This design comes from an exercise in tuning for small area and a short achievable clock period on the open sky130 flow, not from production work. Function was not checked in any run shown here: the RTL went through the layout flow alone. No activity file was given, so power comes from the tool's default toggle rates.

===== flow/config.mk =====
export PLATFORM = sky130hd
export DESIGN_NAME = lj_pair_top
export DESIGN_NICKNAME = lj_pair_top
export VERILOG_FILES = /design/flow/design.v
export SDC_FILE = /design/flow/constraint.sdc
export NUM_CORES = 4
export LEC_CHECK = 0
export ABC_AREA = 1
export CAP_MARGIN = 20
export CORE_MARGIN = 2
export CORE_UTILIZATION = 40
export SLEW_MARGIN = 20
export SETUP_SLACK_MARGIN = 6.1

===== flow/constraint.sdc =====
create_clock -name core_clock -period 9.5 [get_ports {clk}]
set_input_delay 1.9000 -clock core_clock [delete_from_list [all_inputs] [get_ports {clk}]]
set_output_delay 1.9000 -clock core_clock [all_outputs]
set_load 0.01 [all_outputs]

===== flow/design.v =====
`default_nettype none
package lj_pkg;
	localparam int CELL_ID_WIDTH  = 2;             
	localparam int CELL_POS_WIDTH = 6;             
	localparam int MAG_WIDTH      = 6;             
	localparam int ACC_WIDTH   = 32;               
	localparam int COUNT_WIDTH = 8;                
	localparam int CMAG_WIDTH  = 14;
	localparam int PROD_WIDTH  = CMAG_WIDTH + MAG_WIDTH;    
	localparam int FORCE_SHIFT = 6;
	localparam int QH_WIDTH    = PROD_WIDTH - FORCE_SHIFT;
endpackage
`default_nettype wire
`default_nettype none
module lj_add #(
	parameter int W = 8
) (
	input  logic [W-1:0]  a,
	input  logic [W-1:0]  b,
	input  logic          ci,
	output logic [W:0]    s                        
);
	localparam int L = $clog2(W);
	logic [(L+1)*W-1:0]   gg;                      
	logic [(L+1)*W-1:0]   pp;                      
	logic [W-1:0]         p0;
	logic [W:0]           c;
	assign p0        = a ^ b;
	assign gg[W-1:0] = (a & b) | {{(W-1){1'b0}}, p0[0] & ci};
	assign pp[W-1:0] = p0;
	genvar l, i;
	generate
		for (l = 1; l <= L; l++) begin : g_lvl
			for (i = 0; i < W; i++) begin : g_bit
				if (((i >> (l - 1)) & 1) == 1) begin : g_op
					localparam int J = ((i >> (l - 1)) << (l - 1)) - 1;
					assign gg[l*W+i] = gg[(l-1)*W+i] | (pp[(l-1)*W+i] & gg[(l-1)*W+J]);
					assign pp[l*W+i] = pp[(l-1)*W+i] & pp[(l-1)*W+J];
				end else begin : g_pass
					assign gg[l*W+i] = gg[(l-1)*W+i];
					assign pp[l*W+i] = pp[(l-1)*W+i];
				end
			end
		end
	endgenerate
	assign c[0]   = ci;
	assign c[W:1] = gg[L*W +: W];
	assign s      = {c[W], p0 ^ c[W-1:0]};
endmodule
`default_nettype wire
`timescale 1ns/1ns
`default_nettype none
import lj_pkg::*;
module pair_decode (
	input  logic [lj_pkg::CELL_ID_WIDTH-1:0]   hc,
	input  logic [lj_pkg::CELL_ID_WIDTH-1:0]   nc,
	input  logic [lj_pkg::CELL_POS_WIDTH-1:0]  hp,
	input  logic [lj_pkg::CELL_POS_WIDTH-1:0]  np,
	output logic                               ok,
	output logic                               neg,
	output logic [lj_pkg::MAG_WIDTH-1:0]       mag
);
	logic       up;                                
	logic       dn;                                
	logic [6:0] dp;                                
	logic       dp_neg;
	logic       dp_pos;
	always_comb begin
		up = 1'b0;
		dn = 1'b0;
		case ({hc, nc})
			4'b00_01, 4'b01_10, 4'b10_00: up = 1'b1;
			4'b00_10, 4'b01_00, 4'b10_01: dn = 1'b1;
			default: ;
		endcase
	end
	assign dp     = {1'b0, np} - {1'b0, hp};
	assign dp_neg = dp[6];
	assign dp_pos = ~dp[6] & (dp[5:0] != 6'd0);
	assign neg    = dn | (~up & dp_neg);
	assign ok     = up ? dp_neg : (dn ? dp_pos : 1'b1);
	assign mag    = neg ? (hp - np) : dp[5:0];
endmodule
module lj_sumsq (
	input  logic [5:0]  a,
	input  logic [5:0]  b,
	input  logic [5:0]  c,
	output logic [13:0] ra,      
	output logic [13:0] rb
);
	logic [11:0] qa, qb, qc;                       
	lj_square sq_a (.m(a), .q(qa));
	lj_square sq_b (.m(b), .q(qb));
	lj_square sq_c (.m(c), .q(qc));
	logic t1;
	logic t2;
	logic t3;
	logic t4;
	logic t5;
	logic t6;
	logic t7;
	logic t8;
	logic t9;
	logic t10;
	logic t11;
	logic t12;
	logic t13;
	logic t14;
	logic t15;
	logic t16;
	logic t17;
	logic t18;
	logic t19;
	logic t20;
	logic t21;
	logic t22;
	assign t1 = qa[0] ^ qb[0];
	assign t2 = qa[0] & qb[0];
	assign t3 = qa[2] ^ qb[2];
	assign t4 = qa[2] & qb[2];
	assign t5 = qa[3] ^ qb[3] ^ qc[3];
	assign t6 = (qa[3] & qb[3]) | (qa[3] & qc[3]) | (qb[3] & qc[3]);
	assign t7 = qa[4] ^ qb[4] ^ qc[4];
	assign t8 = (qa[4] & qb[4]) | (qa[4] & qc[4]) | (qb[4] & qc[4]);
	assign t9 = qa[5] ^ qb[5] ^ qc[5];
	assign t10 = (qa[5] & qb[5]) | (qa[5] & qc[5]) | (qb[5] & qc[5]);
	assign t11 = qa[6] ^ qb[6] ^ qc[6];
	assign t12 = (qa[6] & qb[6]) | (qa[6] & qc[6]) | (qb[6] & qc[6]);
	assign t13 = qa[7] ^ qb[7] ^ qc[7];
	assign t14 = (qa[7] & qb[7]) | (qa[7] & qc[7]) | (qb[7] & qc[7]);
	assign t15 = qa[8] ^ qb[8] ^ qc[8];
	assign t16 = (qa[8] & qb[8]) | (qa[8] & qc[8]) | (qb[8] & qc[8]);
	assign t17 = qa[9] ^ qb[9] ^ qc[9];
	assign t18 = (qa[9] & qb[9]) | (qa[9] & qc[9]) | (qb[9] & qc[9]);
	assign t19 = qa[10] ^ qb[10] ^ qc[10];
	assign t20 = (qa[10] & qb[10]) | (qa[10] & qc[10]) | (qb[10] & qc[10]);
	assign t21 = qa[11] ^ qb[11] ^ qc[11];
	assign t22 = (qa[11] & qb[11]) | (qa[11] & qc[11]) | (qb[11] & qc[11]);
	assign ra = {1'b0, t22, t20, t18, t16, t14, t12, t10, t8, t6, t4, t3, t2, t1};
	assign rb = {1'b0, 1'b0, t21, t19, t17, t15, t13, t11, t9, t7, t5, qc[2], 1'b0, qc[0]};
endmodule
module lj_square (
	input  logic [5:0]  m,
	output logic [11:0] q
);
	always_comb begin
		case (m)
			6'd0: q = 12'd0;
			6'd1: q = 12'd1;
			6'd2: q = 12'd4;
			6'd3: q = 12'd9;
			6'd4: q = 12'd16;
			6'd5: q = 12'd25;
			6'd6: q = 12'd36;
			6'd7: q = 12'd49;
			6'd8: q = 12'd64;
			6'd9: q = 12'd81;
			6'd10: q = 12'd100;
			6'd11: q = 12'd121;
			6'd12: q = 12'd144;
			6'd13: q = 12'd169;
			6'd14: q = 12'd196;
			6'd15: q = 12'd225;
			6'd16: q = 12'd256;
			6'd17: q = 12'd289;
			6'd18: q = 12'd324;
			6'd19: q = 12'd361;
			6'd20: q = 12'd400;
			6'd21: q = 12'd441;
			6'd22: q = 12'd484;
			6'd23: q = 12'd529;
			6'd24: q = 12'd576;
			6'd25: q = 12'd625;
			6'd26: q = 12'd676;
			6'd27: q = 12'd729;
			6'd28: q = 12'd784;
			6'd29: q = 12'd841;
			6'd30: q = 12'd900;
			6'd31: q = 12'd961;
			6'd32: q = 12'd1024;
			6'd33: q = 12'd1089;
			6'd34: q = 12'd1156;
			6'd35: q = 12'd1225;
			6'd36: q = 12'd1296;
			6'd37: q = 12'd1369;
			6'd38: q = 12'd1444;
			6'd39: q = 12'd1521;
			6'd40: q = 12'd1600;
			6'd41: q = 12'd1681;
			6'd42: q = 12'd1764;
			6'd43: q = 12'd1849;
			6'd44: q = 12'd1936;
			6'd45: q = 12'd2025;
			6'd46: q = 12'd2116;
			6'd47: q = 12'd2209;
			6'd48: q = 12'd2304;
			6'd49: q = 12'd2401;
			6'd50: q = 12'd2500;
			6'd51: q = 12'd2601;
			6'd52: q = 12'd2704;
			6'd53: q = 12'd2809;
			6'd54: q = 12'd2916;
			6'd55: q = 12'd3025;
			6'd56: q = 12'd3136;
			6'd57: q = 12'd3249;
			6'd58: q = 12'd3364;
			6'd59: q = 12'd3481;
			6'd60: q = 12'd3600;
			6'd61: q = 12'd3721;
			6'd62: q = 12'd3844;
			6'd63: q = 12'd3969;
			default: q = 12'd0;
		endcase
	end
endmodule
`default_nettype wire
`timescale 1ns/1ns
`default_nettype none
import lj_pkg::*;
module force_execute (
	input  logic                               en,
	input  logic [7:0]                         tab,      
	output logic                               csign,
	output logic [lj_pkg::CMAG_WIDTH-1:0]      cmag
);
	logic                         t_sign;
	logic [lj_pkg::CMAG_WIDTH-1:0] t_mag;
	always_comb begin
		case (tab)
			8'd0: begin t_sign = 1'b0; t_mag = 14'd16000; end   
			8'd1: begin t_sign = 1'b0; t_mag = 14'd15745; end   
			8'd2: begin t_sign = 1'b0; t_mag = 14'd15490; end   
			8'd3: begin t_sign = 1'b0; t_mag = 14'd15235; end   
			8'd4: begin t_sign = 1'b0; t_mag = 14'd14980; end   
			8'd5: begin t_sign = 1'b0; t_mag = 14'd14725; end   
			8'd6: begin t_sign = 1'b0; t_mag = 14'd14470; end   
			8'd7: begin t_sign = 1'b0; t_mag = 14'd14215; end   
			8'd8: begin t_sign = 1'b0; t_mag = 14'd13960; end   
			8'd9: begin t_sign = 1'b0; t_mag = 14'd13705; end   
			8'd10: begin t_sign = 1'b0; t_mag = 14'd13450; end   
			8'd11: begin t_sign = 1'b0; t_mag = 14'd13195; end   
			8'd12: begin t_sign = 1'b0; t_mag = 14'd12940; end   
			8'd13: begin t_sign = 1'b0; t_mag = 14'd12685; end   
			8'd14: begin t_sign = 1'b0; t_mag = 14'd12430; end   
			8'd15: begin t_sign = 1'b0; t_mag = 14'd12175; end   
			8'd16: begin t_sign = 1'b0; t_mag = 14'd11920; end   
			8'd17: begin t_sign = 1'b0; t_mag = 14'd11665; end   
			8'd18: begin t_sign = 1'b0; t_mag = 14'd11410; end   
			8'd19: begin t_sign = 1'b0; t_mag = 14'd11155; end   
			8'd20: begin t_sign = 1'b0; t_mag = 14'd10900; end   
			8'd21: begin t_sign = 1'b0; t_mag = 14'd10645; end   
			8'd22: begin t_sign = 1'b0; t_mag = 14'd10390; end   
			8'd23: begin t_sign = 1'b0; t_mag = 14'd10135; end   
			8'd24: begin t_sign = 1'b0; t_mag = 14'd9880; end   
			8'd25: begin t_sign = 1'b0; t_mag = 14'd9625; end   
			8'd26: begin t_sign = 1'b0; t_mag = 14'd9370; end   
			8'd27: begin t_sign = 1'b0; t_mag = 14'd9115; end   
			8'd28: begin t_sign = 1'b0; t_mag = 14'd8860; end   
			8'd29: begin t_sign = 1'b0; t_mag = 14'd8605; end   
			8'd30: begin t_sign = 1'b0; t_mag = 14'd8350; end   
			8'd31: begin t_sign = 1'b0; t_mag = 14'd8095; end   
			8'd32: begin t_sign = 1'b0; t_mag = 14'd8000; end   
			8'd33: begin t_sign = 1'b0; t_mag = 14'd7800; end   
			8'd34: begin t_sign = 1'b0; t_mag = 14'd7600; end   
			8'd35: begin t_sign = 1'b0; t_mag = 14'd7400; end   
			8'd36: begin t_sign = 1'b0; t_mag = 14'd7200; end   
			8'd37: begin t_sign = 1'b0; t_mag = 14'd7000; end   
			8'd38: begin t_sign = 1'b0; t_mag = 14'd6800; end   
			8'd39: begin t_sign = 1'b0; t_mag = 14'd6600; end   
			8'd40: begin t_sign = 1'b0; t_mag = 14'd6400; end   
			8'd41: begin t_sign = 1'b0; t_mag = 14'd6200; end   
			8'd42: begin t_sign = 1'b0; t_mag = 14'd6000; end   
			8'd43: begin t_sign = 1'b0; t_mag = 14'd5800; end   
			8'd44: begin t_sign = 1'b0; t_mag = 14'd5600; end   
			8'd45: begin t_sign = 1'b0; t_mag = 14'd5400; end   
			8'd46: begin t_sign = 1'b0; t_mag = 14'd5200; end   
			8'd47: begin t_sign = 1'b0; t_mag = 14'd5000; end   
			8'd48: begin t_sign = 1'b0; t_mag = 14'd4800; end   
			8'd49: begin t_sign = 1'b0; t_mag = 14'd4600; end   
			8'd50: begin t_sign = 1'b0; t_mag = 14'd4400; end   
			8'd51: begin t_sign = 1'b0; t_mag = 14'd4200; end   
			8'd52: begin t_sign = 1'b0; t_mag = 14'd4000; end   
			8'd53: begin t_sign = 1'b0; t_mag = 14'd3800; end   
			8'd54: begin t_sign = 1'b0; t_mag = 14'd3600; end   
			8'd55: begin t_sign = 1'b0; t_mag = 14'd3400; end   
			8'd56: begin t_sign = 1'b0; t_mag = 14'd3200; end   
			8'd57: begin t_sign = 1'b0; t_mag = 14'd3000; end   
			8'd58: begin t_sign = 1'b0; t_mag = 14'd2800; end   
			8'd59: begin t_sign = 1'b0; t_mag = 14'd2600; end   
			8'd60: begin t_sign = 1'b0; t_mag = 14'd2400; end   
			8'd61: begin t_sign = 1'b0; t_mag = 14'd2200; end   
			8'd62: begin t_sign = 1'b0; t_mag = 14'd2000; end   
			8'd63: begin t_sign = 1'b0; t_mag = 14'd1800; end   
			8'd64: begin t_sign = 1'b0; t_mag = 14'd1800; end   
			8'd65: begin t_sign = 1'b0; t_mag = 14'd1740; end   
			8'd66: begin t_sign = 1'b0; t_mag = 14'd1680; end   
			8'd67: begin t_sign = 1'b0; t_mag = 14'd1620; end   
			8'd68: begin t_sign = 1'b0; t_mag = 14'd1560; end   
			8'd69: begin t_sign = 1'b0; t_mag = 14'd1500; end   
			8'd70: begin t_sign = 1'b0; t_mag = 14'd1440; end   
			8'd71: begin t_sign = 1'b0; t_mag = 14'd1380; end   
			8'd72: begin t_sign = 1'b0; t_mag = 14'd1320; end   
			8'd73: begin t_sign = 1'b0; t_mag = 14'd1260; end   
			8'd74: begin t_sign = 1'b0; t_mag = 14'd1200; end   
			8'd75: begin t_sign = 1'b0; t_mag = 14'd1140; end   
			8'd76: begin t_sign = 1'b0; t_mag = 14'd1080; end   
			8'd77: begin t_sign = 1'b0; t_mag = 14'd1020; end   
			8'd78: begin t_sign = 1'b0; t_mag = 14'd960; end   
			8'd79: begin t_sign = 1'b0; t_mag = 14'd900; end   
			8'd80: begin t_sign = 1'b0; t_mag = 14'd840; end   
			8'd81: begin t_sign = 1'b0; t_mag = 14'd780; end   
			8'd82: begin t_sign = 1'b0; t_mag = 14'd720; end   
			8'd83: begin t_sign = 1'b0; t_mag = 14'd660; end   
			8'd84: begin t_sign = 1'b0; t_mag = 14'd600; end   
			8'd85: begin t_sign = 1'b0; t_mag = 14'd540; end   
			8'd86: begin t_sign = 1'b0; t_mag = 14'd480; end   
			8'd87: begin t_sign = 1'b0; t_mag = 14'd420; end   
			8'd88: begin t_sign = 1'b0; t_mag = 14'd360; end   
			8'd89: begin t_sign = 1'b0; t_mag = 14'd300; end   
			8'd90: begin t_sign = 1'b0; t_mag = 14'd240; end   
			8'd91: begin t_sign = 1'b0; t_mag = 14'd180; end   
			8'd92: begin t_sign = 1'b0; t_mag = 14'd120; end   
			8'd93: begin t_sign = 1'b0; t_mag = 14'd60; end   
			8'd94: begin t_sign = 1'b0; t_mag = 14'd0; end   
			8'd95: begin t_sign = 1'b1; t_mag = 14'd60; end   
			8'd96: begin t_sign = 1'b1; t_mag = 14'd60; end   
			8'd97: begin t_sign = 1'b1; t_mag = 14'd68; end   
			8'd98: begin t_sign = 1'b1; t_mag = 14'd76; end   
			8'd99: begin t_sign = 1'b1; t_mag = 14'd84; end   
			8'd100: begin t_sign = 1'b1; t_mag = 14'd92; end   
			8'd101: begin t_sign = 1'b1; t_mag = 14'd100; end   
			8'd102: begin t_sign = 1'b1; t_mag = 14'd108; end   
			8'd103: begin t_sign = 1'b1; t_mag = 14'd116; end   
			8'd104: begin t_sign = 1'b1; t_mag = 14'd124; end   
			8'd105: begin t_sign = 1'b1; t_mag = 14'd132; end   
			8'd106: begin t_sign = 1'b1; t_mag = 14'd140; end   
			8'd107: begin t_sign = 1'b1; t_mag = 14'd148; end   
			8'd108: begin t_sign = 1'b1; t_mag = 14'd156; end   
			8'd109: begin t_sign = 1'b1; t_mag = 14'd164; end   
			8'd110: begin t_sign = 1'b1; t_mag = 14'd172; end   
			8'd111: begin t_sign = 1'b1; t_mag = 14'd180; end   
			8'd112: begin t_sign = 1'b1; t_mag = 14'd188; end   
			8'd113: begin t_sign = 1'b1; t_mag = 14'd196; end   
			8'd114: begin t_sign = 1'b1; t_mag = 14'd204; end   
			8'd115: begin t_sign = 1'b1; t_mag = 14'd212; end   
			8'd116: begin t_sign = 1'b1; t_mag = 14'd220; end   
			8'd117: begin t_sign = 1'b1; t_mag = 14'd228; end   
			8'd118: begin t_sign = 1'b1; t_mag = 14'd236; end   
			8'd119: begin t_sign = 1'b1; t_mag = 14'd244; end   
			8'd120: begin t_sign = 1'b1; t_mag = 14'd252; end   
			8'd121: begin t_sign = 1'b1; t_mag = 14'd260; end   
			8'd122: begin t_sign = 1'b1; t_mag = 14'd268; end   
			8'd123: begin t_sign = 1'b1; t_mag = 14'd276; end   
			8'd124: begin t_sign = 1'b1; t_mag = 14'd284; end   
			8'd125: begin t_sign = 1'b1; t_mag = 14'd292; end   
			8'd126: begin t_sign = 1'b1; t_mag = 14'd300; end   
			8'd127: begin t_sign = 1'b1; t_mag = 14'd308; end   
			8'd128: begin t_sign = 1'b1; t_mag = 14'd310; end   
			8'd129: begin t_sign = 1'b1; t_mag = 14'd313; end   
			8'd130: begin t_sign = 1'b1; t_mag = 14'd316; end   
			8'd131: begin t_sign = 1'b1; t_mag = 14'd319; end   
			8'd132: begin t_sign = 1'b1; t_mag = 14'd322; end   
			8'd133: begin t_sign = 1'b1; t_mag = 14'd325; end   
			8'd134: begin t_sign = 1'b1; t_mag = 14'd328; end   
			8'd135: begin t_sign = 1'b1; t_mag = 14'd331; end   
			8'd136: begin t_sign = 1'b1; t_mag = 14'd334; end   
			8'd137: begin t_sign = 1'b1; t_mag = 14'd337; end   
			8'd138: begin t_sign = 1'b1; t_mag = 14'd340; end   
			8'd139: begin t_sign = 1'b1; t_mag = 14'd343; end   
			8'd140: begin t_sign = 1'b1; t_mag = 14'd346; end   
			8'd141: begin t_sign = 1'b1; t_mag = 14'd349; end   
			8'd142: begin t_sign = 1'b1; t_mag = 14'd352; end   
			8'd143: begin t_sign = 1'b1; t_mag = 14'd355; end   
			8'd144: begin t_sign = 1'b1; t_mag = 14'd358; end   
			8'd145: begin t_sign = 1'b1; t_mag = 14'd361; end   
			8'd146: begin t_sign = 1'b1; t_mag = 14'd364; end   
			8'd147: begin t_sign = 1'b1; t_mag = 14'd367; end   
			8'd148: begin t_sign = 1'b1; t_mag = 14'd370; end   
			8'd149: begin t_sign = 1'b1; t_mag = 14'd373; end   
			8'd150: begin t_sign = 1'b1; t_mag = 14'd376; end   
			8'd151: begin t_sign = 1'b1; t_mag = 14'd379; end   
			8'd152: begin t_sign = 1'b1; t_mag = 14'd382; end   
			8'd153: begin t_sign = 1'b1; t_mag = 14'd385; end   
			8'd154: begin t_sign = 1'b1; t_mag = 14'd388; end   
			8'd155: begin t_sign = 1'b1; t_mag = 14'd391; end   
			8'd156: begin t_sign = 1'b1; t_mag = 14'd394; end   
			8'd157: begin t_sign = 1'b1; t_mag = 14'd397; end   
			8'd158: begin t_sign = 1'b1; t_mag = 14'd400; end   
			8'd159: begin t_sign = 1'b1; t_mag = 14'd403; end   
			8'd160: begin t_sign = 1'b1; t_mag = 14'd400; end   
			8'd161: begin t_sign = 1'b1; t_mag = 14'd401; end   
			8'd162: begin t_sign = 1'b1; t_mag = 14'd402; end   
			8'd163: begin t_sign = 1'b1; t_mag = 14'd403; end   
			8'd164: begin t_sign = 1'b1; t_mag = 14'd404; end   
			8'd165: begin t_sign = 1'b1; t_mag = 14'd405; end   
			8'd166: begin t_sign = 1'b1; t_mag = 14'd406; end   
			8'd167: begin t_sign = 1'b1; t_mag = 14'd407; end   
			8'd168: begin t_sign = 1'b1; t_mag = 14'd408; end   
			8'd169: begin t_sign = 1'b1; t_mag = 14'd409; end   
			8'd170: begin t_sign = 1'b1; t_mag = 14'd410; end   
			8'd171: begin t_sign = 1'b1; t_mag = 14'd411; end   
			8'd172: begin t_sign = 1'b1; t_mag = 14'd412; end   
			8'd173: begin t_sign = 1'b1; t_mag = 14'd413; end   
			8'd174: begin t_sign = 1'b1; t_mag = 14'd414; end   
			8'd175: begin t_sign = 1'b1; t_mag = 14'd415; end   
			8'd176: begin t_sign = 1'b1; t_mag = 14'd416; end   
			8'd177: begin t_sign = 1'b1; t_mag = 14'd417; end   
			8'd178: begin t_sign = 1'b1; t_mag = 14'd418; end   
			8'd179: begin t_sign = 1'b1; t_mag = 14'd419; end   
			8'd180: begin t_sign = 1'b1; t_mag = 14'd420; end   
			8'd181: begin t_sign = 1'b1; t_mag = 14'd421; end   
			8'd182: begin t_sign = 1'b1; t_mag = 14'd422; end   
			8'd183: begin t_sign = 1'b1; t_mag = 14'd423; end   
			8'd184: begin t_sign = 1'b1; t_mag = 14'd424; end   
			8'd185: begin t_sign = 1'b1; t_mag = 14'd425; end   
			8'd186: begin t_sign = 1'b1; t_mag = 14'd426; end   
			8'd187: begin t_sign = 1'b1; t_mag = 14'd427; end   
			8'd188: begin t_sign = 1'b1; t_mag = 14'd428; end   
			8'd189: begin t_sign = 1'b1; t_mag = 14'd429; end   
			8'd190: begin t_sign = 1'b1; t_mag = 14'd430; end   
			8'd191: begin t_sign = 1'b1; t_mag = 14'd431; end   
			8'd192: begin t_sign = 1'b1; t_mag = 14'd300; end   
			8'd193: begin t_sign = 1'b1; t_mag = 14'd302; end   
			8'd194: begin t_sign = 1'b1; t_mag = 14'd304; end   
			8'd195: begin t_sign = 1'b1; t_mag = 14'd306; end   
			8'd196: begin t_sign = 1'b1; t_mag = 14'd308; end   
			8'd197: begin t_sign = 1'b1; t_mag = 14'd310; end   
			8'd198: begin t_sign = 1'b1; t_mag = 14'd312; end   
			8'd199: begin t_sign = 1'b1; t_mag = 14'd314; end   
			8'd200: begin t_sign = 1'b1; t_mag = 14'd316; end   
			8'd201: begin t_sign = 1'b1; t_mag = 14'd318; end   
			8'd202: begin t_sign = 1'b1; t_mag = 14'd320; end   
			8'd203: begin t_sign = 1'b1; t_mag = 14'd322; end   
			8'd204: begin t_sign = 1'b1; t_mag = 14'd324; end   
			8'd205: begin t_sign = 1'b1; t_mag = 14'd326; end   
			8'd206: begin t_sign = 1'b1; t_mag = 14'd328; end   
			8'd207: begin t_sign = 1'b1; t_mag = 14'd330; end   
			8'd208: begin t_sign = 1'b1; t_mag = 14'd332; end   
			8'd209: begin t_sign = 1'b1; t_mag = 14'd334; end   
			8'd210: begin t_sign = 1'b1; t_mag = 14'd336; end   
			8'd211: begin t_sign = 1'b1; t_mag = 14'd338; end   
			8'd212: begin t_sign = 1'b1; t_mag = 14'd340; end   
			8'd213: begin t_sign = 1'b1; t_mag = 14'd342; end   
			8'd214: begin t_sign = 1'b1; t_mag = 14'd344; end   
			8'd215: begin t_sign = 1'b1; t_mag = 14'd346; end   
			8'd216: begin t_sign = 1'b1; t_mag = 14'd348; end   
			8'd217: begin t_sign = 1'b1; t_mag = 14'd350; end   
			8'd218: begin t_sign = 1'b1; t_mag = 14'd352; end   
			8'd219: begin t_sign = 1'b1; t_mag = 14'd354; end   
			8'd220: begin t_sign = 1'b1; t_mag = 14'd356; end   
			8'd221: begin t_sign = 1'b1; t_mag = 14'd358; end   
			8'd222: begin t_sign = 1'b1; t_mag = 14'd360; end   
			8'd223: begin t_sign = 1'b1; t_mag = 14'd362; end   
			8'd224: begin t_sign = 1'b1; t_mag = 14'd200; end   
			8'd225: begin t_sign = 1'b1; t_mag = 14'd204; end   
			8'd226: begin t_sign = 1'b1; t_mag = 14'd208; end   
			8'd227: begin t_sign = 1'b1; t_mag = 14'd212; end   
			8'd228: begin t_sign = 1'b1; t_mag = 14'd216; end   
			8'd229: begin t_sign = 1'b1; t_mag = 14'd220; end   
			8'd230: begin t_sign = 1'b1; t_mag = 14'd224; end   
			8'd231: begin t_sign = 1'b1; t_mag = 14'd228; end   
			8'd232: begin t_sign = 1'b1; t_mag = 14'd232; end   
			8'd233: begin t_sign = 1'b1; t_mag = 14'd236; end   
			8'd234: begin t_sign = 1'b1; t_mag = 14'd240; end   
			8'd235: begin t_sign = 1'b1; t_mag = 14'd244; end   
			8'd236: begin t_sign = 1'b1; t_mag = 14'd248; end   
			8'd237: begin t_sign = 1'b1; t_mag = 14'd252; end   
			8'd238: begin t_sign = 1'b1; t_mag = 14'd256; end   
			8'd239: begin t_sign = 1'b1; t_mag = 14'd260; end   
			8'd240: begin t_sign = 1'b1; t_mag = 14'd264; end   
			8'd241: begin t_sign = 1'b1; t_mag = 14'd268; end   
			8'd242: begin t_sign = 1'b1; t_mag = 14'd272; end   
			8'd243: begin t_sign = 1'b1; t_mag = 14'd276; end   
			8'd244: begin t_sign = 1'b1; t_mag = 14'd280; end   
			8'd245: begin t_sign = 1'b1; t_mag = 14'd284; end   
			8'd246: begin t_sign = 1'b1; t_mag = 14'd288; end   
			8'd247: begin t_sign = 1'b1; t_mag = 14'd292; end   
			8'd248: begin t_sign = 1'b1; t_mag = 14'd296; end   
			8'd249: begin t_sign = 1'b1; t_mag = 14'd300; end   
			8'd250: begin t_sign = 1'b1; t_mag = 14'd304; end   
			8'd251: begin t_sign = 1'b1; t_mag = 14'd308; end   
			8'd252: begin t_sign = 1'b1; t_mag = 14'd312; end   
			8'd253: begin t_sign = 1'b1; t_mag = 14'd316; end   
			8'd254: begin t_sign = 1'b1; t_mag = 14'd320; end   
			8'd255: begin t_sign = 1'b1; t_mag = 14'd324; end   
			default: begin t_sign = 1'b0; t_mag = 14'd0; end
		endcase
	end
	assign csign = t_sign;
	assign cmag  = t_mag & {CMAG_WIDTH{en}};
endmodule
module lj_mul (
	input  logic [13:0] c,
	input  logic [15:0] c3,      
	input  logic [5:0]  m,
	output logic [19:0] q
);
	logic t1;
	logic t2;
	logic t3;
	logic t4;
	logic t5;
	logic t6;
	logic t7;
	logic t8;
	logic t9;
	logic t10;
	logic t11;
	logic t12;
	logic t13;
	logic t14;
	logic t15;
	logic t16;
	logic t17;
	logic t18;
	logic t19;
	logic t20;
	logic t21;
	logic t22;
	logic t23;
	logic t24;
	logic t25;
	logic t26;
	logic t27;
	logic t28;
	logic t29;
	logic t30;
	logic t31;
	logic t32;
	logic t33;
	logic t34;
	logic t35;
	logic t36;
	logic t37;
	logic t38;
	logic t39;
	logic t40;
	logic t41;
	logic t42;
	logic t43;
	logic t44;
	logic t45;
	logic t46;
	logic t47;
	logic t48;
	logic t49;
	logic t50;
	logic t51;
	logic t52;
	logic t53;
	logic t54;
	logic t55;
	logic t56;
	logic t57;
	logic t58;
	logic t59;
	logic t60;
	logic t61;
	logic t62;
	logic t63;
	logic t64;
	logic t65;
	logic t66;
	logic t67;
	logic t68;
	logic t69;
	logic t70;
	logic t71;
	logic t72;
	logic t73;
	logic t74;
	logic t75;
	logic t76;
	assign t1 = (~m[1] & m[0] & c[0]) | (m[1] & m[0] & c3[0]);
	assign t2 = (~m[1] & m[0] & c[1]) | (m[1] & ~m[0] & c[0]) | (m[1] & m[0] & c3[1]);
	assign t3 = (~m[1] & m[0] & c[2]) | (m[1] & ~m[0] & c[1]) | (m[1] & m[0] & c3[2]);
	assign t4 = (~m[1] & m[0] & c[3]) | (m[1] & ~m[0] & c[2]) | (m[1] & m[0] & c3[3]);
	assign t5 = (~m[1] & m[0] & c[4]) | (m[1] & ~m[0] & c[3]) | (m[1] & m[0] & c3[4]);
	assign t6 = (~m[1] & m[0] & c[5]) | (m[1] & ~m[0] & c[4]) | (m[1] & m[0] & c3[5]);
	assign t7 = (~m[1] & m[0] & c[6]) | (m[1] & ~m[0] & c[5]) | (m[1] & m[0] & c3[6]);
	assign t8 = (~m[1] & m[0] & c[7]) | (m[1] & ~m[0] & c[6]) | (m[1] & m[0] & c3[7]);
	assign t9 = (~m[1] & m[0] & c[8]) | (m[1] & ~m[0] & c[7]) | (m[1] & m[0] & c3[8]);
	assign t10 = (~m[1] & m[0] & c[9]) | (m[1] & ~m[0] & c[8]) | (m[1] & m[0] & c3[9]);
	assign t11 = (~m[1] & m[0] & c[10]) | (m[1] & ~m[0] & c[9]) | (m[1] & m[0] & c3[10]);
	assign t12 = (~m[1] & m[0] & c[11]) | (m[1] & ~m[0] & c[10]) | (m[1] & m[0] & c3[11]);
	assign t13 = (~m[1] & m[0] & c[12]) | (m[1] & ~m[0] & c[11]) | (m[1] & m[0] & c3[12]);
	assign t14 = (~m[1] & m[0] & c[13]) | (m[1] & ~m[0] & c[12]) | (m[1] & m[0] & c3[13]);
	assign t15 = (m[1] & ~m[0] & c[13]) | (m[1] & m[0] & c3[14]);
	assign t16 = (m[1] & m[0] & c3[15]);
	assign t17 = (~m[3] & m[2] & c[0]) | (m[3] & m[2] & c3[0]);
	assign t18 = (~m[3] & m[2] & c[1]) | (m[3] & ~m[2] & c[0]) | (m[3] & m[2] & c3[1]);
	assign t19 = (~m[3] & m[2] & c[2]) | (m[3] & ~m[2] & c[1]) | (m[3] & m[2] & c3[2]);
	assign t20 = (~m[3] & m[2] & c[3]) | (m[3] & ~m[2] & c[2]) | (m[3] & m[2] & c3[3]);
	assign t21 = (~m[3] & m[2] & c[4]) | (m[3] & ~m[2] & c[3]) | (m[3] & m[2] & c3[4]);
	assign t22 = (~m[3] & m[2] & c[5]) | (m[3] & ~m[2] & c[4]) | (m[3] & m[2] & c3[5]);
	assign t23 = (~m[3] & m[2] & c[6]) | (m[3] & ~m[2] & c[5]) | (m[3] & m[2] & c3[6]);
	assign t24 = (~m[3] & m[2] & c[7]) | (m[3] & ~m[2] & c[6]) | (m[3] & m[2] & c3[7]);
	assign t25 = (~m[3] & m[2] & c[8]) | (m[3] & ~m[2] & c[7]) | (m[3] & m[2] & c3[8]);
	assign t26 = (~m[3] & m[2] & c[9]) | (m[3] & ~m[2] & c[8]) | (m[3] & m[2] & c3[9]);
	assign t27 = (~m[3] & m[2] & c[10]) | (m[3] & ~m[2] & c[9]) | (m[3] & m[2] & c3[10]);
	assign t28 = (~m[3] & m[2] & c[11]) | (m[3] & ~m[2] & c[10]) | (m[3] & m[2] & c3[11]);
	assign t29 = (~m[3] & m[2] & c[12]) | (m[3] & ~m[2] & c[11]) | (m[3] & m[2] & c3[12]);
	assign t30 = (~m[3] & m[2] & c[13]) | (m[3] & ~m[2] & c[12]) | (m[3] & m[2] & c3[13]);
	assign t31 = (m[3] & ~m[2] & c[13]) | (m[3] & m[2] & c3[14]);
	assign t32 = (m[3] & m[2] & c3[15]);
	assign t33 = (~m[5] & m[4] & c[0]) | (m[5] & m[4] & c3[0]);
	assign t34 = (~m[5] & m[4] & c[1]) | (m[5] & ~m[4] & c[0]) | (m[5] & m[4] & c3[1]);
	assign t35 = (~m[5] & m[4] & c[2]) | (m[5] & ~m[4] & c[1]) | (m[5] & m[4] & c3[2]);
	assign t36 = (~m[5] & m[4] & c[3]) | (m[5] & ~m[4] & c[2]) | (m[5] & m[4] & c3[3]);
	assign t37 = (~m[5] & m[4] & c[4]) | (m[5] & ~m[4] & c[3]) | (m[5] & m[4] & c3[4]);
	assign t38 = (~m[5] & m[4] & c[5]) | (m[5] & ~m[4] & c[4]) | (m[5] & m[4] & c3[5]);
	assign t39 = (~m[5] & m[4] & c[6]) | (m[5] & ~m[4] & c[5]) | (m[5] & m[4] & c3[6]);
	assign t40 = (~m[5] & m[4] & c[7]) | (m[5] & ~m[4] & c[6]) | (m[5] & m[4] & c3[7]);
	assign t41 = (~m[5] & m[4] & c[8]) | (m[5] & ~m[4] & c[7]) | (m[5] & m[4] & c3[8]);
	assign t42 = (~m[5] & m[4] & c[9]) | (m[5] & ~m[4] & c[8]) | (m[5] & m[4] & c3[9]);
	assign t43 = (~m[5] & m[4] & c[10]) | (m[5] & ~m[4] & c[9]) | (m[5] & m[4] & c3[10]);
	assign t44 = (~m[5] & m[4] & c[11]) | (m[5] & ~m[4] & c[10]) | (m[5] & m[4] & c3[11]);
	assign t45 = (~m[5] & m[4] & c[12]) | (m[5] & ~m[4] & c[11]) | (m[5] & m[4] & c3[12]);
	assign t46 = (~m[5] & m[4] & c[13]) | (m[5] & ~m[4] & c[12]) | (m[5] & m[4] & c3[13]);
	assign t47 = (m[5] & ~m[4] & c[13]) | (m[5] & m[4] & c3[14]);
	assign t48 = (m[5] & m[4] & c3[15]);
	assign t49 = t5 ^ t19;
	assign t50 = t5 & t19;
	assign t51 = t6 ^ t20 ^ t34;
	assign t52 = (t6 & t20) | (t6 & t34) | (t20 & t34);
	assign t53 = t7 ^ t21 ^ t35;
	assign t54 = (t7 & t21) | (t7 & t35) | (t21 & t35);
	assign t55 = t8 ^ t22 ^ t36;
	assign t56 = (t8 & t22) | (t8 & t36) | (t22 & t36);
	assign t57 = t9 ^ t23 ^ t37;
	assign t58 = (t9 & t23) | (t9 & t37) | (t23 & t37);
	assign t59 = t10 ^ t24 ^ t38;
	assign t60 = (t10 & t24) | (t10 & t38) | (t24 & t38);
	assign t61 = t11 ^ t25 ^ t39;
	assign t62 = (t11 & t25) | (t11 & t39) | (t25 & t39);
	assign t63 = t12 ^ t26 ^ t40;
	assign t64 = (t12 & t26) | (t12 & t40) | (t26 & t40);
	assign t65 = t13 ^ t27 ^ t41;
	assign t66 = (t13 & t27) | (t13 & t41) | (t27 & t41);
	assign t67 = t14 ^ t28 ^ t42;
	assign t68 = (t14 & t28) | (t14 & t42) | (t28 & t42);
	assign t69 = t15 ^ t29 ^ t43;
	assign t70 = (t15 & t29) | (t15 & t43) | (t29 & t43);
	assign t71 = t16 ^ t30 ^ t44;
	assign t72 = (t16 & t30) | (t16 & t44) | (t30 & t44);
	assign t73 = t31 ^ t45;
	assign t74 = t31 & t45;
	assign t75 = t32 ^ t46;
	assign t76 = t32 & t46;
	logic [20:0] sum;
	lj_add #(.W(20)) add_i (
		.a({t48, t76, t74, t72, t70, t68, t66, t64, t62, t60, t58, t56, t54, t52, t50, t49, t4, t3, t2, t1}),
		.b({1'b0, t47, t75, t73, t71, t69, t67, t65, t63, t61, t59, t57, t55, t53, t51, t33, t18, t17, 1'b0, 1'b0}),
		.ci(1'b0), .s(sum));
	assign q = sum[19:0];
endmodule
`default_nettype wire
`timescale 1ns/1ns
`default_nettype none
import lj_pkg::*;
module force_accumulate (
	input  logic                                clk,
	input  logic                                clr,
	input  logic                                clr_d,
	input  logic                                s,
	input  logic                                cin,      
	input  logic [lj_pkg::QH_WIDTH-1:0]         x,        
	output logic [lj_pkg::ACC_WIDTH-1:0]        acc       
);
	localparam int HW = ACC_WIDTH - QH_WIDTH;        
	logic [QH_WIDTH-1:0]          lo;
	logic [QH_WIDTH-1:0]          lo_d;
	logic [QH_WIDTH-1:0]          lo_base;
	logic [QH_WIDTH+1:0]          lo_sum;          
	logic                         inc;             
	logic                         dec;             
	logic [HW-1:0]                hi;
	logic [HW-1:0]                hi_base;
	logic [HW:0]                  all1;            
	logic [HW:0]                  all0;            
	assign lo_base = clr ? '0 : lo;
	lj_add #(.W(QH_WIDTH)) add_i (.a(lo_base), .b(x), .ci(cin), .s(lo_sum[QH_WIDTH+1:1]));
	assign lo_sum[0] = 1'b0;
	always_ff @(posedge clk) begin
		lo   <= lo_sum[QH_WIDTH:1];
		lo_d <= lo;
		inc  <= lo_sum[QH_WIDTH+1] & ~s;
		dec  <= s & ~lo_sum[QH_WIDTH+1];
	end
	assign hi_base = clr_d ? '0 : hi;
	assign all1[0] = 1'b1;
	assign all0[0] = 1'b1;
	genvar i;
	generate
		for (i = 0; i < HW; i++) begin : g_hi
			assign all1[i+1] = all1[i] & hi_base[i];
			assign all0[i+1] = all0[i] & ~hi_base[i];
		end
	endgenerate
	always_ff @(posedge clk) begin
		hi <= hi_base ^ (({HW{inc}} & all1[HW-1:0]) | ({HW{dec}} & all0[HW-1:0]));
	end
	assign acc = {hi, lo_d};
endmodule
`default_nettype wire
`timescale 1ns/1ns
`default_nettype none
import lj_pkg::*;
module lj_pair_top (
	input  logic                                   clk,
	input  logic                                   rst_n,
	input  logic                                   pair_valid,
	input  logic                                   pair_last,
	input  logic [3*lj_pkg::CELL_ID_WIDTH-1:0]     home_cell,
	input  logic [3*lj_pkg::CELL_ID_WIDTH-1:0]     nbr_cell,
	input  logic [3*lj_pkg::CELL_POS_WIDTH-1:0]    home_pos,
	input  logic [3*lj_pkg::CELL_POS_WIDTH-1:0]    nbr_pos,
	output logic                                   force_valid,
	output logic signed [lj_pkg::ACC_WIDTH-1:0]    force_x,
	output logic signed [lj_pkg::ACC_WIDTH-1:0]    force_y,
	output logic signed [lj_pkg::ACC_WIDTH-1:0]    force_z,
	output logic [lj_pkg::COUNT_WIDTH-1:0]         pair_count
);
	localparam int MW = MAG_WIDTH;
	localparam int CW = CMAG_WIDTH;
	localparam int QW = QH_WIDTH;
	logic [2:0]        ok0;
	logic [2:0]        neg0;
	logic [3*MW-1:0]   mag0;
	genvar a;
	generate
		for (a = 0; a < 3; a++) begin : g_axis
			pair_decode dec_i (
				.hc(home_cell[a*CELL_ID_WIDTH +: CELL_ID_WIDTH]),
				.nc(nbr_cell[a*CELL_ID_WIDTH +: CELL_ID_WIDTH]),
				.hp(home_pos[a*CELL_POS_WIDTH +: CELL_POS_WIDTH]),
				.np(nbr_pos[a*CELL_POS_WIDTH +: CELL_POS_WIDTH]),
				.ok(ok0[a]), .neg(neg0[a]), .mag(mag0[a*MW +: MW])
			);
		end
	endgenerate
	logic              v1, last1;
	logic [2:0]        neg1;
	logic [3*MW-1:0]   mag1;
	logic [3*MW-1:0]   magn1;                      
	always_ff @(posedge clk or negedge rst_n) begin
		if (!rst_n) begin
			v1 <= 1'b0;
			last1 <= 1'b0;
		end else begin
			v1 <= pair_valid & (&ok0);
			last1 <= pair_valid & pair_last;
		end
	end
	always_ff @(posedge clk) begin
		neg1 <= neg0;
		magn1 <= ~mag0;
	end
	assign mag1 = ~magn1;
	logic [13:0]       ra1, rb1;                   
	lj_sumsq sumsq_i (.a(mag1[0 +: MW]), .b(mag1[MW +: MW]), .c(mag1[2*MW +: MW]),
		.ra(ra1), .rb(rb1));
	logic [13:0]       r2;
	logic [14:0]       r2_sum;
	lj_add #(.W(14)) add_r2 (.a(ra1), .b(rb1), .ci(1'b0), .s(r2_sum));
	assign r2  = r2_sum[13:0];
	logic              v2, last2;
	logic [1:0]        top2;                       
	logic [7:0]        tabn2;                      
	logic [2:0]        neg2;
	logic [3*MW-1:0]   mag2;
	always_ff @(posedge clk or negedge rst_n) begin
		if (!rst_n) begin
			v2 <= 1'b0;
			last2 <= 1'b0;
		end else begin
			v2 <= v1;
			last2 <= last1;
		end
	end
	always_ff @(posedge clk) begin
		top2 <= r2[13:12];
		tabn2 <= ~r2[11:4];
		neg2 <= neg1;
		mag2 <= mag1;
	end
	logic [7:0]        tab2;
	logic              en2;
	assign tab2 = ~tabn2;
	assign en2  = v2 & (top2 == 2'b00) & (tab2 != 8'd0);    
	logic              csign;
	logic [CW-1:0]     cmag;
	force_execute coef_i (.en(en2), .tab(tab2), .csign(csign), .cmag(cmag));
	logic              en3, last3;
	logic [2:0]        s3;
	logic [CW-1:0]     cmag3;
	logic [3*MW-1:0]   mag3;
	logic [15:0]       c3_3;                       
	logic [15:0]       c3;
	lj_add #(.W(15)) add_c3 (.a({1'b0, cmag}), .b({cmag, 1'b0}), .ci(1'b0), .s(c3));
	always_ff @(posedge clk or negedge rst_n) begin
		if (!rst_n) begin
			en3 <= 1'b0;
			last3 <= 1'b0;
		end else begin
			en3 <= en2;
			last3 <= last2;
		end
	end
	always_ff @(posedge clk) begin
		s3 <= neg2 ^ {3{csign}};
		cmag3 <= cmag;
		mag3 <= mag2;
		c3_3 <= c3;
	end
	logic [3*QW-1:0]   x3;
	logic [2:0]        cin3;
	generate
		for (a = 0; a < 3; a++) begin : g_mul
			logic [PROD_WIDTH-1:0] q;
			lj_mul mul_i (.c(cmag3), .c3(c3_3), .m(mag3[a*MW +: MW]), .q(q));
			assign x3[a*QW +: QW] = q[PROD_WIDTH-1:FORCE_SHIFT] ^ {QW{s3[a]}};
			assign cin3[a]        = s3[a] & (q[FORCE_SHIFT-1:0] == '0);
		end
	endgenerate
	logic              en4, last4;
	logic [2:0]        s4;
	logic [2:0]        cin4;
	logic [3*QW-1:0]   x4;
	always_ff @(posedge clk or negedge rst_n) begin
		if (!rst_n) begin
			en4 <= 1'b0;
			last4 <= 1'b0;
		end else begin
			en4 <= en3;
			last4 <= last3;
		end
	end
	always_ff @(posedge clk) begin
		s4 <= s3;
		cin4 <= cin3;
		x4 <= x3;
	end
	logic              clr_x, clr_y, clr_z, clr_n;    
	logic              last5;
	logic              clrd_x, clrd_y, clrd_z;        
	always_ff @(posedge clk or negedge rst_n) begin
		if (!rst_n) begin
			last5 <= 1'b0;
			force_valid <= 1'b0;
			clr_x <= 1'b1;
			clr_y <= 1'b1;
			clr_z <= 1'b1;
			clr_n <= 1'b1;
			clrd_x <= 1'b1;
			clrd_y <= 1'b1;
			clrd_z <= 1'b1;
		end else begin
			last5 <= last4;
			force_valid <= last5;
			clr_x <= last4 | (clr_x & ~en4);
			clr_y <= last4 | (clr_y & ~en4);
			clr_z <= last4 | (clr_z & ~en4);
			clr_n <= last4 | (clr_n & ~en4);
			clrd_x <= clr_x;
			clrd_y <= clr_y;
			clrd_z <= clr_z;
		end
	end
	force_accumulate acc_x (.clk(clk), .clr(clr_x), .clr_d(clrd_x), .s(s4[2]), .cin(cin4[2]),
		.x(x4[2*QW +: QW]), .acc(force_x));
	force_accumulate acc_y (.clk(clk), .clr(clr_y), .clr_d(clrd_y), .s(s4[1]), .cin(cin4[1]),
		.x(x4[1*QW +: QW]), .acc(force_y));
	force_accumulate acc_z (.clk(clk), .clr(clr_z), .clr_d(clrd_z), .s(s4[0]), .cin(cin4[0]),
		.x(x4[0*QW +: QW]), .acc(force_z));
	logic              en5, clrd_n;
	always_ff @(posedge clk or negedge rst_n) begin
		if (!rst_n) begin
			en5 <= 1'b0;
			clrd_n <= 1'b1;
		end else begin
			en5 <= en4;
			clrd_n <= clr_n;
		end
	end
	always_ff @(posedge clk) begin
		pair_count <= (clrd_n ? '0 : pair_count) + {{(COUNT_WIDTH-1){1'b0}}, en5};
	end
endmodule
`default_nettype wire

===== flow/flow/run.sh =====
#!/bin/bash
set -o pipefail
echo "export SETUP_SLACK_MARGIN = 6.1" >> config.mk
bash standard.sh > standard.log 2>&1

===== flow/standard.sh =====
#!/bin/bash
# synth_recipe.tcl (not shown) runs the flow's synth.tcl, then flattens the netlist and writes it again
# the make line also repeats each setting of config.mk as NAME=value (left out here)
make -C /OpenROAD-flow-scripts/flow DESIGN_CONFIG=/design/flow/config.mk WORK_HOME=/design/flow/orfs CLKGATE_MAP_FILE= SYNTH_SCRIPT=/design/flow/synth_recipe.tcl "${@:-finish}"

==> run summary, run 1 <==
Final Power -> 8.97 mW
Met1 Routed Length -> 23,000 um
Relative slew slack -> 45.1%
Vias -> 18,702
FF+latch count, synth -> 321
Total Die Area -> 53,900 sq um
Worst-skew pair later-pin latency -> 0.55 ns
Worst hold path class -> register to register
Netlist cell types -> 52
Synth Instances -> 2,616
Setup ws final -> 6.14 ns
Nets@finish -> 3,172
Total wire length -> 55,800 um
Post-DRT Antenna Nets -> 0
Grt total ovfl -> 0
Ant diodes -> 0
Yosys top cell area share -> 29.0%
Maximum vdd ir drop -> 0.000210 V
CTS tree -> built
H-tree levels -> 2
Hold-fix buffers, CTS -> 0
Max FO, Critical Path -> 5
Final hold slack -> 0.324 ns
Min Tclk post-route -> 3.36 ns
Leading area contributor after synthesis -> dfxtp_1
Fmax -> 0.298 GHz
CTS root buf -> clkbuf_16
Vias per inst -> 5.25
# rows -> 83
Ports -> 157
Initial drt markers -> 1,348
Core ar. -> 51,400 sq um
Clock Sinks -> 321
Fin Setup TNS -> 0 ns
Buffer depth of the longest clock path -> 3
Worst endpoint data arrival time -> 3.79 ns
DRT Pass-1 Iters -> 8
Period utilization -> 35.3%
Max Slew Vio Count -> 0
Worst path required time -> 9.93 ns
Outcome -> no timing/DRC/antenna violations
Syn Area/Cell -> 7.97 sq um
Clock transition at path regs -> 0.06 ns
PortBufs -> 156
Die X -> 232 um
Synth Warn # -> 5
Starting Density -> 40.5%
Pwr/cell area -> 334 nW/um^2
Post-detail-place hpwl -> 40,100 um
Endpoints failing setup -> 0
Detailed-route DRC error count -> 0
Mapped Nets -> 2,936
Mapped cell area -> 20,800 sq um
Mean routed wirelength per cell -> 15.7 um
Chip Height -> 232 um
Post-synthesis sequential area ratio -> 31.3%
Leakage -> 12.3 nW
Gpl congestion -> 0.896
Measured slew at the worst slew-check pin -> 0.815 ns
Place WS -> 4.92 ns
Worst Setup Start Kind -> register
Total CTS buffers -> 37
Final Hold Fails -> 0
Routed wl met3 -> 3210 um
Placed Area -> 23,000 sq um
Final Instance Area -> 26,900 sq um
Max_cap viols -> 0
All-Layer GR Usage -> 19.6%
Met2 Routed Length -> 28,000 um
Worst setup EP type -> register
First-pass GRT wire length -> 87,300 um
Initial antenna violation count -> 1
Final Skew -> 0.0124 ns
Largest net degree at the start of global routing -> 28
Top Metal Used -> met5
Layout overhead on the synthesized area -> 28.8%
RSZ-0062 raised after global routing -> true
Share of layout cells above drive strength 1 -> 19.5%
Register-to-Register Setup Slack -> 6.14 ns
Crit Path Class -> register to register
Area contributors post-synth -> dfxtp_1, ha_1, nand2_1
Vias in the first global route -> 18,139
[worst max-delay path, cell delays in order, from the launching register on]
cell        delay [ns]
dfxtp_4           0.40
clkinvlp_4        0.16
buf_4             0.16
ha_2              0.19
a31oi_4           0.19
o21ai_2           0.10
a2111oi_4         0.41
ha_1              0.34
a21oi_2           0.16
nand2_2           0.08
nand3_2           0.07
nand2_2           0.07
a21oi_2           0.16
inv_1             0.07
a21o_1            0.21
fa_2              0.34
xor2_1            0.14
[kinds of logic after synthesis]
logic type	Yosys count	synth area share, %
AOI/OAI and AO/OA	499	15.4
xor gates and xnor gates	193	8.11
adders and majority gates	268	19.0
buffers and inverters	492	8.95
DFF	321	31.3
muxes	4	0.198
and+or+nand+nor	839	17.0
[cells in the final DEF (no fill, tap or decap), types with 17 or more instances in the layout]
master           Yosys  routed
o221ai_2             0      28
o22ai_1             18      18
nand3_1             85      79
nand2_2              1      22
inv_2                5      27
nor2_2              14      24
fa_1                80      72
dfxtp_1            302     246
clkinvlp_4           0      25
nor2_1             197     173
nor3_1              29      24
ha_4                 0      28
o21ai_0            135     112
inv_4                1      17
nand4_1             19      19
o221ai_1           115      87
inv_1              365     324
nand2_1            453     414
buf_4                0     113
dfxtp_4              0      33
nor4_1              22      21
xnor2_1             60      60
a21oi_1            140     117
clkdlybuf4s50_1      0     105
dlygate4sd2_1        0      32
dfxtp_2              0      23
a21oi_2              0      20
xor2_1             133     133
dlymetal6s2s_1       0      17
ha_1               188     152
clkbuf_16            0      38
[flip-flops by register name, summed over array words and instances (netlist names), 16 cells and up]
signal	count
magn1	18
c3_3	16
mag3	18
acc_x.hi	18
x4	42
acc_y.hi	18
acc_z.hi	18
mag2	18
[area by class of cell]
cell class	count	area (sq um)
multi-input combinational	1805	13800
timing repair inverter	2	10.0
clock buffer	47	1020
timing repair buffer	281	2570
fill	4865	24600
sequential	321	6680
tap	680	851
inverter	404	1690
clock inverter	19	244
[what timing repair did]
item,4_1_cts,5_1_grt
endpoints found under the setup margin,99,59
cloned,2,2
setup buffers,57,66
pin swaps,37,80
resized for setup,236,274
[worst paths after layout]
kind	depth (start not counted)	from	to
setup / recovery	16	tabn2[1]$_DFF_P_	c3_3[9]$_DFF_P_
hold / removal	0	mag2[12]$_DFF_P_	mag3[12]$_DFF_P_
setup reg to reg	16	tabn2[1]$_DFF_P_	c3_3[9]$_DFF_P_
hold reg to reg	0	mag2[12]$_DFF_P_	mag3[12]$_DFF_P_
max in group asynchronous	2	rst_n	clr_y$_DFF_PN1_
min in group asynchronous	2	rst_n	last2$_DFF_PN0_
[stage by stage]
step,util [%],cells
6_report,52.2,3559
5_1_grt,52.2,3559
4_1_cts,49.2,3491
3_5_place_dp,44.8,3366
3_3_place_gp,44.8,3366
2_1_floorplan,-,2616
[metal layers]
| layer | vias up | track usage, % |
|---|---|---|
| met5 | - | 0 |
| met2 | 614 | 35.3 |
| met1 | 8804 | 23.3 |
| met3 | 111 | 3.35 |
| li1 | 9171 | - |
| met4 | 2 | 6.93 |
[synth_stat cells, drive strengths merged]
| cell | count |
|---|---|
| a2111oi | 2 |
| a211oi | 14 |
| a21boi | 3 |
| a21o | 5 |
| a21oi | 140 |
| a221oi | 2 |
| a311oi | 1 |
| a31oi | 9 |
| a32o | 3 |
| a32oi | 1 |
| a41oi | 1 |
| and2 | 5 |
| buf | 13 |
| clkbuf | 75 |
| clkinv | 33 |
| dfrtp | 11 |
| dfstp | 8 |
| dfxtp | 302 |
| fa | 80 |
| ha | 188 |
| inv | 371 |
| mux2 | 1 |
| mux2i | 3 |
| nand2 | 454 |
| nand3 | 85 |
| nand3b | 5 |
| nand4 | 28 |
| nor2 | 211 |
| nor3 | 29 |
| nor4 | 22 |
| o2111ai | 3 |
| o211ai | 11 |
| o21ai | 142 |
| o21bai | 16 |
| o221ai | 115 |
| o22ai | 18 |
| o311ai | 3 |
| o31ai | 5 |
| o32ai | 2 |
| o41ai | 3 |
| xnor2 | 60 |
| xor2 | 133 |
[where the power goes]
part	switching [mW]	leakage [nW]	internal (mW)
combinational	2.82	8.97	2.16
clock	0.579	0.605	0.882
sequential	0.539	2.77	2.00
total	3.94	12.3	5.04
==> run 2: changes to the inputs <==
--- a/flow/config.mk
+++ b/flow/config.mk
@@ -8,6 +8,6 @@
 export ABC_AREA = 1
 export CAP_MARGIN = 20
 export CORE_MARGIN = 2
-export CORE_UTILIZATION = 40
+export CORE_UTILIZATION = 55
 export SLEW_MARGIN = 20
 export SETUP_SLACK_MARGIN = 6.1
==> run 2 against run 1 <==
Against the previous run:
- non-clock buffer count is 13 lower
- clock-buffer cell count is 5 higher
- combinational power down 2%
- sequential share of layout area grew 0.35 points
- first-iteration DRC count up 1.1%
- sequential power about the same
- cell area decreased by 1.7%
- register-to-register slack about the same
- routed wire length fell by 3.9%
- global-route usage grew 6.4 points
- core utilization is 18 points higher
- critical endpoint is now x4[39]$_DFF_P_
- largest cell class unchanged
==> run summary, run 2 <==
Place WS -> 5.12 ns (+0.197 ns)
EDFF count, synth -> 0 (unchanged)
Area of the multi-input gates -> 13,700 sq um (-0.66%)
Synth Warn # -> 5 (unchanged)
Worst path required time -> 9.89 ns (-0.04 ns)
Max incr delay on CP -> 0.55 ns (+0.14 ns)
Fin Setup TNS -> 0 ns (unchanged)
Area contributors post-synth -> dfxtp_1, ha_1, nand2_1
Starting Density -> 55.6% (+15 points)
Vias in the first global route -> 17,494 (-3.6%)
Most frequent cells in the layout -> nand2_1, inv_1, dfxtp_1
Hold-fix buffers, CTS -> 0 (unchanged)
Gpl congestion -> 0.942 (+5.1%)
Max Slew Vio Count -> 0 (unchanged)
Outcome -> no timing/DRC/antenna violations
Clock group share of total power -> 15.6% (-0.7 points)
Mean routed wirelength per cell -> 15.9 um (+1.4%)
Combinational Power Share -> 55.8% (+0.3 points)
DRT Pass-1 Iters -> 7 (-1)
Max reg flops -> 42 (unchanged)
Worst r2r path cells -> 16 (unchanged)
CTS root buf -> clkbuf_16
Measured slew at the worst slew-check pin -> 0.822 ns (+0.00692 ns)
Total wire length -> 53,600 um (-3.9%)
Synth Instances -> 2,616 (unchanged)
Chip Height -> 199 um (-14%)
PortBufs -> 156 (unchanged)
Worst hold start -> mag2[12]$_DFF_P_
Relative slew slack -> 44.5% (-0.60 points)
Post-synth top flop -> dfxtp_1
Post-synthesis sequential area ratio -> 31.3% (unchanged)
Setup ws final -> 6.14 ns (-0.00801 ns)
Clock transition at path regs -> 0.07 ns (about the same)
Fill cells -> 2,937 (-40%)
Clock Sinks -> 321 (unchanged)
Vias per inst -> 5.58 (+6.1%)
Pint -> 4.92 mW (-2.3%)
FF/Latch Area -> 6660 sq um (-0.30%)
Register-to-Register Setup Slack -> 6.14 ns (about the same)
FF+latch count, synth -> 321 (unchanged)
First-pass GRT wire length -> 84,100 um (-3.7%)
Ports -> 157 (unchanged)
Biggest register -> x4
Worst setup EP type -> register
Worst hold path depth -> 0 (unchanged)
Post-DRT Antenna Nets -> 0 (unchanged)
Leading area contributor after synthesis -> dfxtp_1
Leakage -> 12.3 nW (-0.58%)
Die X -> 199 um (-14%)
Fmax -> 0.297 GHz (-0.24%)
Largest net degree at the start of global routing -> 28 (unchanged)
Max_cap viols -> 0 (unchanged)
Netlist cell types -> 52 (unchanged)
Crit Path Class -> register to register
RSZ-0062 raised after global routing -> true
Final Instance Area -> 26,400 sq um (-1.7%)
All-Layer GR Usage -> 26.0% (+6.4 points)
H-tree levels -> 2 (unchanged)
Sw Pwr -> 3.85 mW (-2.2%)
# rows -> 71 (-14%)
Post-detail-place hpwl -> 38,300 um (-4.5%)
Commonest cells post-synth -> nand2_1, inv_1, dfxtp_1
Total CTS buffers -> 36 (-2.7%)
Reg-to-reg endpoint -> x4[39]$_DFF_P_
Worst endpoint data arrival time -> 3.75 ns (-0.04 ns)
Worst path cell trace -> inv_2 > nand2_4 > buf_4 > o221ai_1 > fa_1 > ha_1 > nand2_1 > nand2_2 > a21oi_4 > o21ai_2 > nand2_1 > nand2_2 > inv_1 > fa_1 > xnor2_1 > xor2_1
Most frequent cell after synthesis -> nand2_1
Max FO, Critical Path -> 13 (+8)
Grt total ovfl -> 0 (unchanged)
Reg power frac -> 28.6% (+0.4 points)
Vias -> 18,818 (+0.62%)
Endpoints failing setup -> 0 (unchanged)
CTS tree -> built
Worst path slowest cell -> fa_1
Yosys top cell area share -> 29.0% (unchanged)
Commonest non-fill, non-tap cell in the layout -> nand2_1
Pwr/cell area -> 332 nW/um^2 (-0.59%)
Worst-skew pair later-pin latency -> 0.53 ns (-0.02 ns)
Share of layout cells above drive strength 1 -> 18.2% (-1.3 points)
Min Tclk post-route -> 3.37 ns (+0.00801 ns)
Nets@finish -> 3,156 (-0.50%)
Post-synth ARST share -> 5.92% (unchanged)
Ant diodes -> 0 (unchanged)
Worst Setup Start Kind -> register
Period utilization -> 35.4% (+0.084 points)
Worst hold path class -> register to register
Syn Area/Cell -> 7.97 sq um (unchanged)
Detailed-route DRC error count -> 0 (unchanged)
Mapped cell area -> 20,800 sq um (unchanged)
Total Die Area -> 39,500 sq um (-27%)
Maximum vdd ir drop -> 0.000149 V (-29%)
WHS Endpoint -> mag3[12]$_DFF_P_
Final Power -> 8.77 mW (-2.2%)
Initial drt markers -> 1,363 (+1.1%)
Final Skew -> 0.0138 ns (+0.00137 ns)
Mapped Nets -> 2,936 (unchanged)
Buffer depth of the longest clock path -> 3 (unchanged)
Core ar. -> 37,500 sq um (-27%)
Initial antenna violation count -> 0 (-1)
Sw Ratio -> 43.9% (about the same)
Placed Area -> 22,800 sq um (-0.85%)
Final Hold Fails -> 0 (unchanged)
Layout overhead on the synthesized area -> 26.7%
Worst r2r src -> mag3[16]$_DFF_P_
==> run 2: repair_timing <==
action                                  in CTS  in global routing
resized for setup                          246                216
pin swaps                                   57                 76
endpoints found under the setup margin      76                 49
gates cloned                                 3                  0
setup buffers                               64                 43
==> run 2: critical path: cells and delay by family (launching register included) <==
family | cells | cell delay [ns]
adders and majority gates | 3 | 1.33
DFF | 1 | 0.39
buffers and inverters | 3 | 0.34
xor gates and xnor gates | 2 | 0.28
AOI/OAI and AO/OA | 3 | 0.45
and+or+nand+nor | 5 | 0.44
==> run 2: per-layer routing <==
layer  share of wire [%]  track usage [%]  vias up  wire length (um)
met5                   0                0        -                 0
met4                 3.7             11.0        0              1980
met3                 6.1             3.53      170              3280
met2                  50             45.7      772             26700
met1                  40             31.9     8747             21600
li1                    -                -     9129                 -
==> run 2: worst max path at each step <==
stage | from | end | slack (ns) | cells after the start
detailed placement | nbr_pos[12] | magn1[17]$_DFF_P_ | 5.12 | 13
global route | mag3[10]$_DFF_P_ | x4[25]$_DFF_P_ | 5.98 | 17
finish | mag3[16]$_DFF_P_ | x4[39]$_DFF_P_ | 6.14 | 16
floorplan | nbr_pos[12] | magn1[17]$_DFF_P_ | 5.91 | 12
global placement | nbr_pos[12] | magn1[17]$_DFF_P_ | 5.19 | 13
CTS | mag3[6]$_DFF_P_ | x4[25]$_DFF_P_ | 6.06 | 14
==> run 2: cell type report <==
class	count	share of cell area [%]
inverters	404	6.34
repair inverters	1	0.0190
repair buffers	268	9.67
clock inverters	13	0.469
clock buffers	52	4.03
flip-flops and latches	321	25.2
well taps	511	2.42
multi-input cells	1804	51.8
==> run 2: stage by stage <==
stage	hold slack [ns]	utilization, %	instances
after floorplan	0.310	-	2616
after global placement	0.310	60.9	3199
after detailed placement	0.312	60.9	3199
after CTS	0.322	67.5	3331
after global routing	0.324	70.4	3374
final	0.321	70.4	3374
==> run 2: power groups by stage <==
| stage | Sequential (mW) | Combinational (mW) | Clock, mW |
|---|---|---|---|
| after floorplan | 2.31 | 3.06 | 0 |
| after global placement | 2.45 | 4.17 | 0 |
| after detailed placement | 2.46 | 4.22 | 0 |
| after CTS | 2.49 | 4.56 | 1.40 |
| after global routing | 2.57 | 5.44 | 1.46 |
| final | 2.51 | 4.89 | 1.37 |
==> run 2: logic make-up (layout without fill, tap and decap cells) <==
group                      count (synthesis)  in the layout  synth area share, %
AOI/OAI and AO/OA                        499            500                 15.4
xor gates and xnor gates                 193            193                 8.11
adders and majority gates                268            268                 19.0
buffers and inverters                    492            738                 8.95
DFF                                      321            321                 31.3
muxes                                      4              4                0.198
and+or+nand+nor                          839            839                 17.0
==> run 3: changes to the inputs <==
--- a/flow/config.mk
+++ b/flow/config.mk
@@ -8,6 +8,8 @@
 export ABC_AREA = 1
 export CAP_MARGIN = 20
 export CORE_MARGIN = 2
-export CORE_UTILIZATION = 55
+export CORE_UTILIZATION = 40
+export CTS_CLUSTER_DIAMETER = 100
+export CTS_CLUSTER_SIZE = 30
 export SLEW_MARGIN = 20
 export SETUP_SLACK_MARGIN = 6.1
==> run 3 against run 2 <==
Against the previous run:
- still clean on timing, DRC and antenna
- final cell count up 3.9%
- global-route usage down 6.8 points
- die area up 37%
- total power down 6.1%
- combinational power about the same
- critical endpoint is now c3_3[9]$_DFF_P_
- largest cell class unchanged
- largest power group unchanged
- highest routed layer is now met5
==> run summary, run 3 <==
Fin Setup TNS -> 0 ns (unchanged)
Final hold slack -> 0.331 ns (+0.00971 ns)
Post-synthesis sequential area ratio -> 31.3% (unchanged)
Synth Instances -> 2,616 (unchanged)
Total wire length -> 54,700 um (+2.0%)
Relative slew slack -> 45.9% (+1.4 points)
Synth Warn # -> 5 (unchanged)
Finished Layout Cells -> 3,507 (+3.9%)
Max_cap viols -> 0 (unchanged)
EDFF count, synth -> 0 (unchanged)
Largest family of logic cells by synthesized area -> adder cells
Maximum vdd ir drop -> 0.000215 V (+44%)
PortBufs -> 156 (unchanged)
Commonest cells post-synth -> nand2_1, inv_1, dfxtp_1
# rows -> 83 (+17%)
Gpl congestion -> 0.896 (-4.8%)
Die X -> 232 um (+17%)
Commonest non-fill, non-tap cell in the layout -> nand2_1
Syn Area/Cell -> 7.97 sq um (unchanged)
Post-Synth Simple-Gate Area -> 17.0% (unchanged)
Worst setup EP type -> register
Placed Cells -> 3,366 (+5.2%)
Min Tclk post-route -> 3.39 ns (+0.0259 ns)
Mux cell area share after synthesis -> 0.198% (unchanged)
Initial drt markers -> 1,317 (-3.4%)
Vias in the first global route -> 17,784 (+1.7%)
Clock transition at path regs -> 0.11 ns (+0.04 ns)
Worst-skew pair later-pin latency -> 0.54 ns (about the same)
Outcome -> no timing/DRC/antenna violations
CTS tree -> built
Most frequent cell after synthesis -> nand2_1
Max FO, Critical Path -> 5 (-8)
Final Hold Fails -> 0 (unchanged)
Hold-fix buffers, CTS -> 0 (unchanged)
Placed Area -> 23,000 sq um (+0.86%)
Mapped cell area -> 20,800 sq um (unchanged)
Starting Density -> 40.5% (-15 points)
Endpoints failing setup -> 0 (unchanged)
Setup ws final -> 6.11 ns (-0.0259 ns)
Synth Area in Compound Gates -> 15.4% (unchanged)
Nets@finish -> 3,138 (-0.57%)
Netlist cell types -> 52 (unchanged)
Crit Path Class -> register to register
Share of layout cells above drive strength 1 -> 18.4% (+0.20 points)
Core ar. -> 51,400 sq um (+37%)
Post-detail-place hpwl -> 40,100 um (+4.7%)
Most frequent cells in the layout -> nand2_1, inv_1, dfxtp_1
Place WS -> 4.92 ns (-0.197 ns)
Area contributors post-synth -> dfxtp_1, ha_1, nand2_1
[run 3: cell counts after synthesis]
Identical to the previous run, type by type.
[run 3: cell families after synthesis]
family	count (synthesis)
adder cells (fa/ha/maj)	268
buffers and inverters	492
multiplexers	4
XOR/XNOR	193
flip-flops	321
AND/OR/NAND/NOR	839
AO/OA/AOI/OAI	499
[run 3: routing by layer]
layer  track usage (%)  wire (um)  vias up
li1                  -          -     9067
met1              23.3      22600     8648
met2              34.9      27400      585
met3              2.44       2800      136
met4              6.01       1890        2
met5                 0         18        -
[run 3: layout make-up]
class                           count  area (sq um)
Clock buffer                       20           394
Timing Repair Buffer              268          2550
Multi-Input combinational cell   1805         13800
Fill cell                        4930         25300
Tap cell                          680           851
Sequential cell                   321          6730
Clock inverter                      6          81.3
Inverter                          404          1680
Timing Repair inverter              3          17.5
[run 3: worst paths after layout]
check	from	end	slack [ns]	depth (start not counted)
setup / recovery	tabn2[1]$_DFF_P_	c3_3[9]$_DFF_P_	6.11	15
hold reg to reg	mag2[15]$_DFF_P_	mag3[15]$_DFF_P_	0.33	0
min in group asynchronous	rst_n	force_valid$_DFF_PN0_	1.74	2
max in group asynchronous	rst_n	clr_y$_DFF_PN1_	7.44	2
hold / removal	mag2[15]$_DFF_P_	mag3[15]$_DFF_P_	0.33	0
setup reg to reg	tabn2[1]$_DFF_P_	c3_3[9]$_DFF_P_	6.11	15
[run 3: repair_timing]
action | in CTS | in global routing
endpoints found under the setup margin | 99 | 79
gates cloned | 2 | 4
pin swaps | 41 | 84
setup buffers | 56 | 53
resized for setup | 245 | 289
[run 3: worst max-delay path, stage by stage (launching register included)]
cell,delay [ns]
dfxtp_4,0.42
clkinvlp_4,0.17
ha_1,0.26
a31oi_2,0.30
o21ai_2,0.12
a2111oi_4,0.40
ha_1,0.34
a21oi_2,0.13
nand2_1,0.08
nand3_2,0.08
nand2_2,0.06
a21oi_2,0.15
inv_1,0.07
a21o_1,0.21
fa_2,0.36
xor2_1,0.14
[run 3: where the power goes]
part	switching (mW)	internal [mW]
clock	0.444	0.337
combinational	2.79	2.12
sequential	0.550	2.00
total	3.78	4.46

re-timing with driven ports:
How much do the figures lean on ideal ports? The routed layouts below were timed once more, with nothing changed but the port constraints. Step 1 assumes that a clkbuf_16 drives the clock port and a buf_2 every other input. Step 2, shift: input delay + t, output delay - t, t = (earliest + latest rising clock arrival at the registers) / 2. This alone moves slack from input paths to output paths. a / b / c = ideal / step 1 / step 2; a / b = the first two.
run | t (ns) | setup slack, ns
run 1 | 0.601 | 6.143 / 6.101 / 5.605
run 2 | 0.579 | 6.135 / 6.083 / 5.627
run 3 | 0.576 | 6.109 / 6.100 / 5.609
After both steps setup and hold are still met in every run listed.
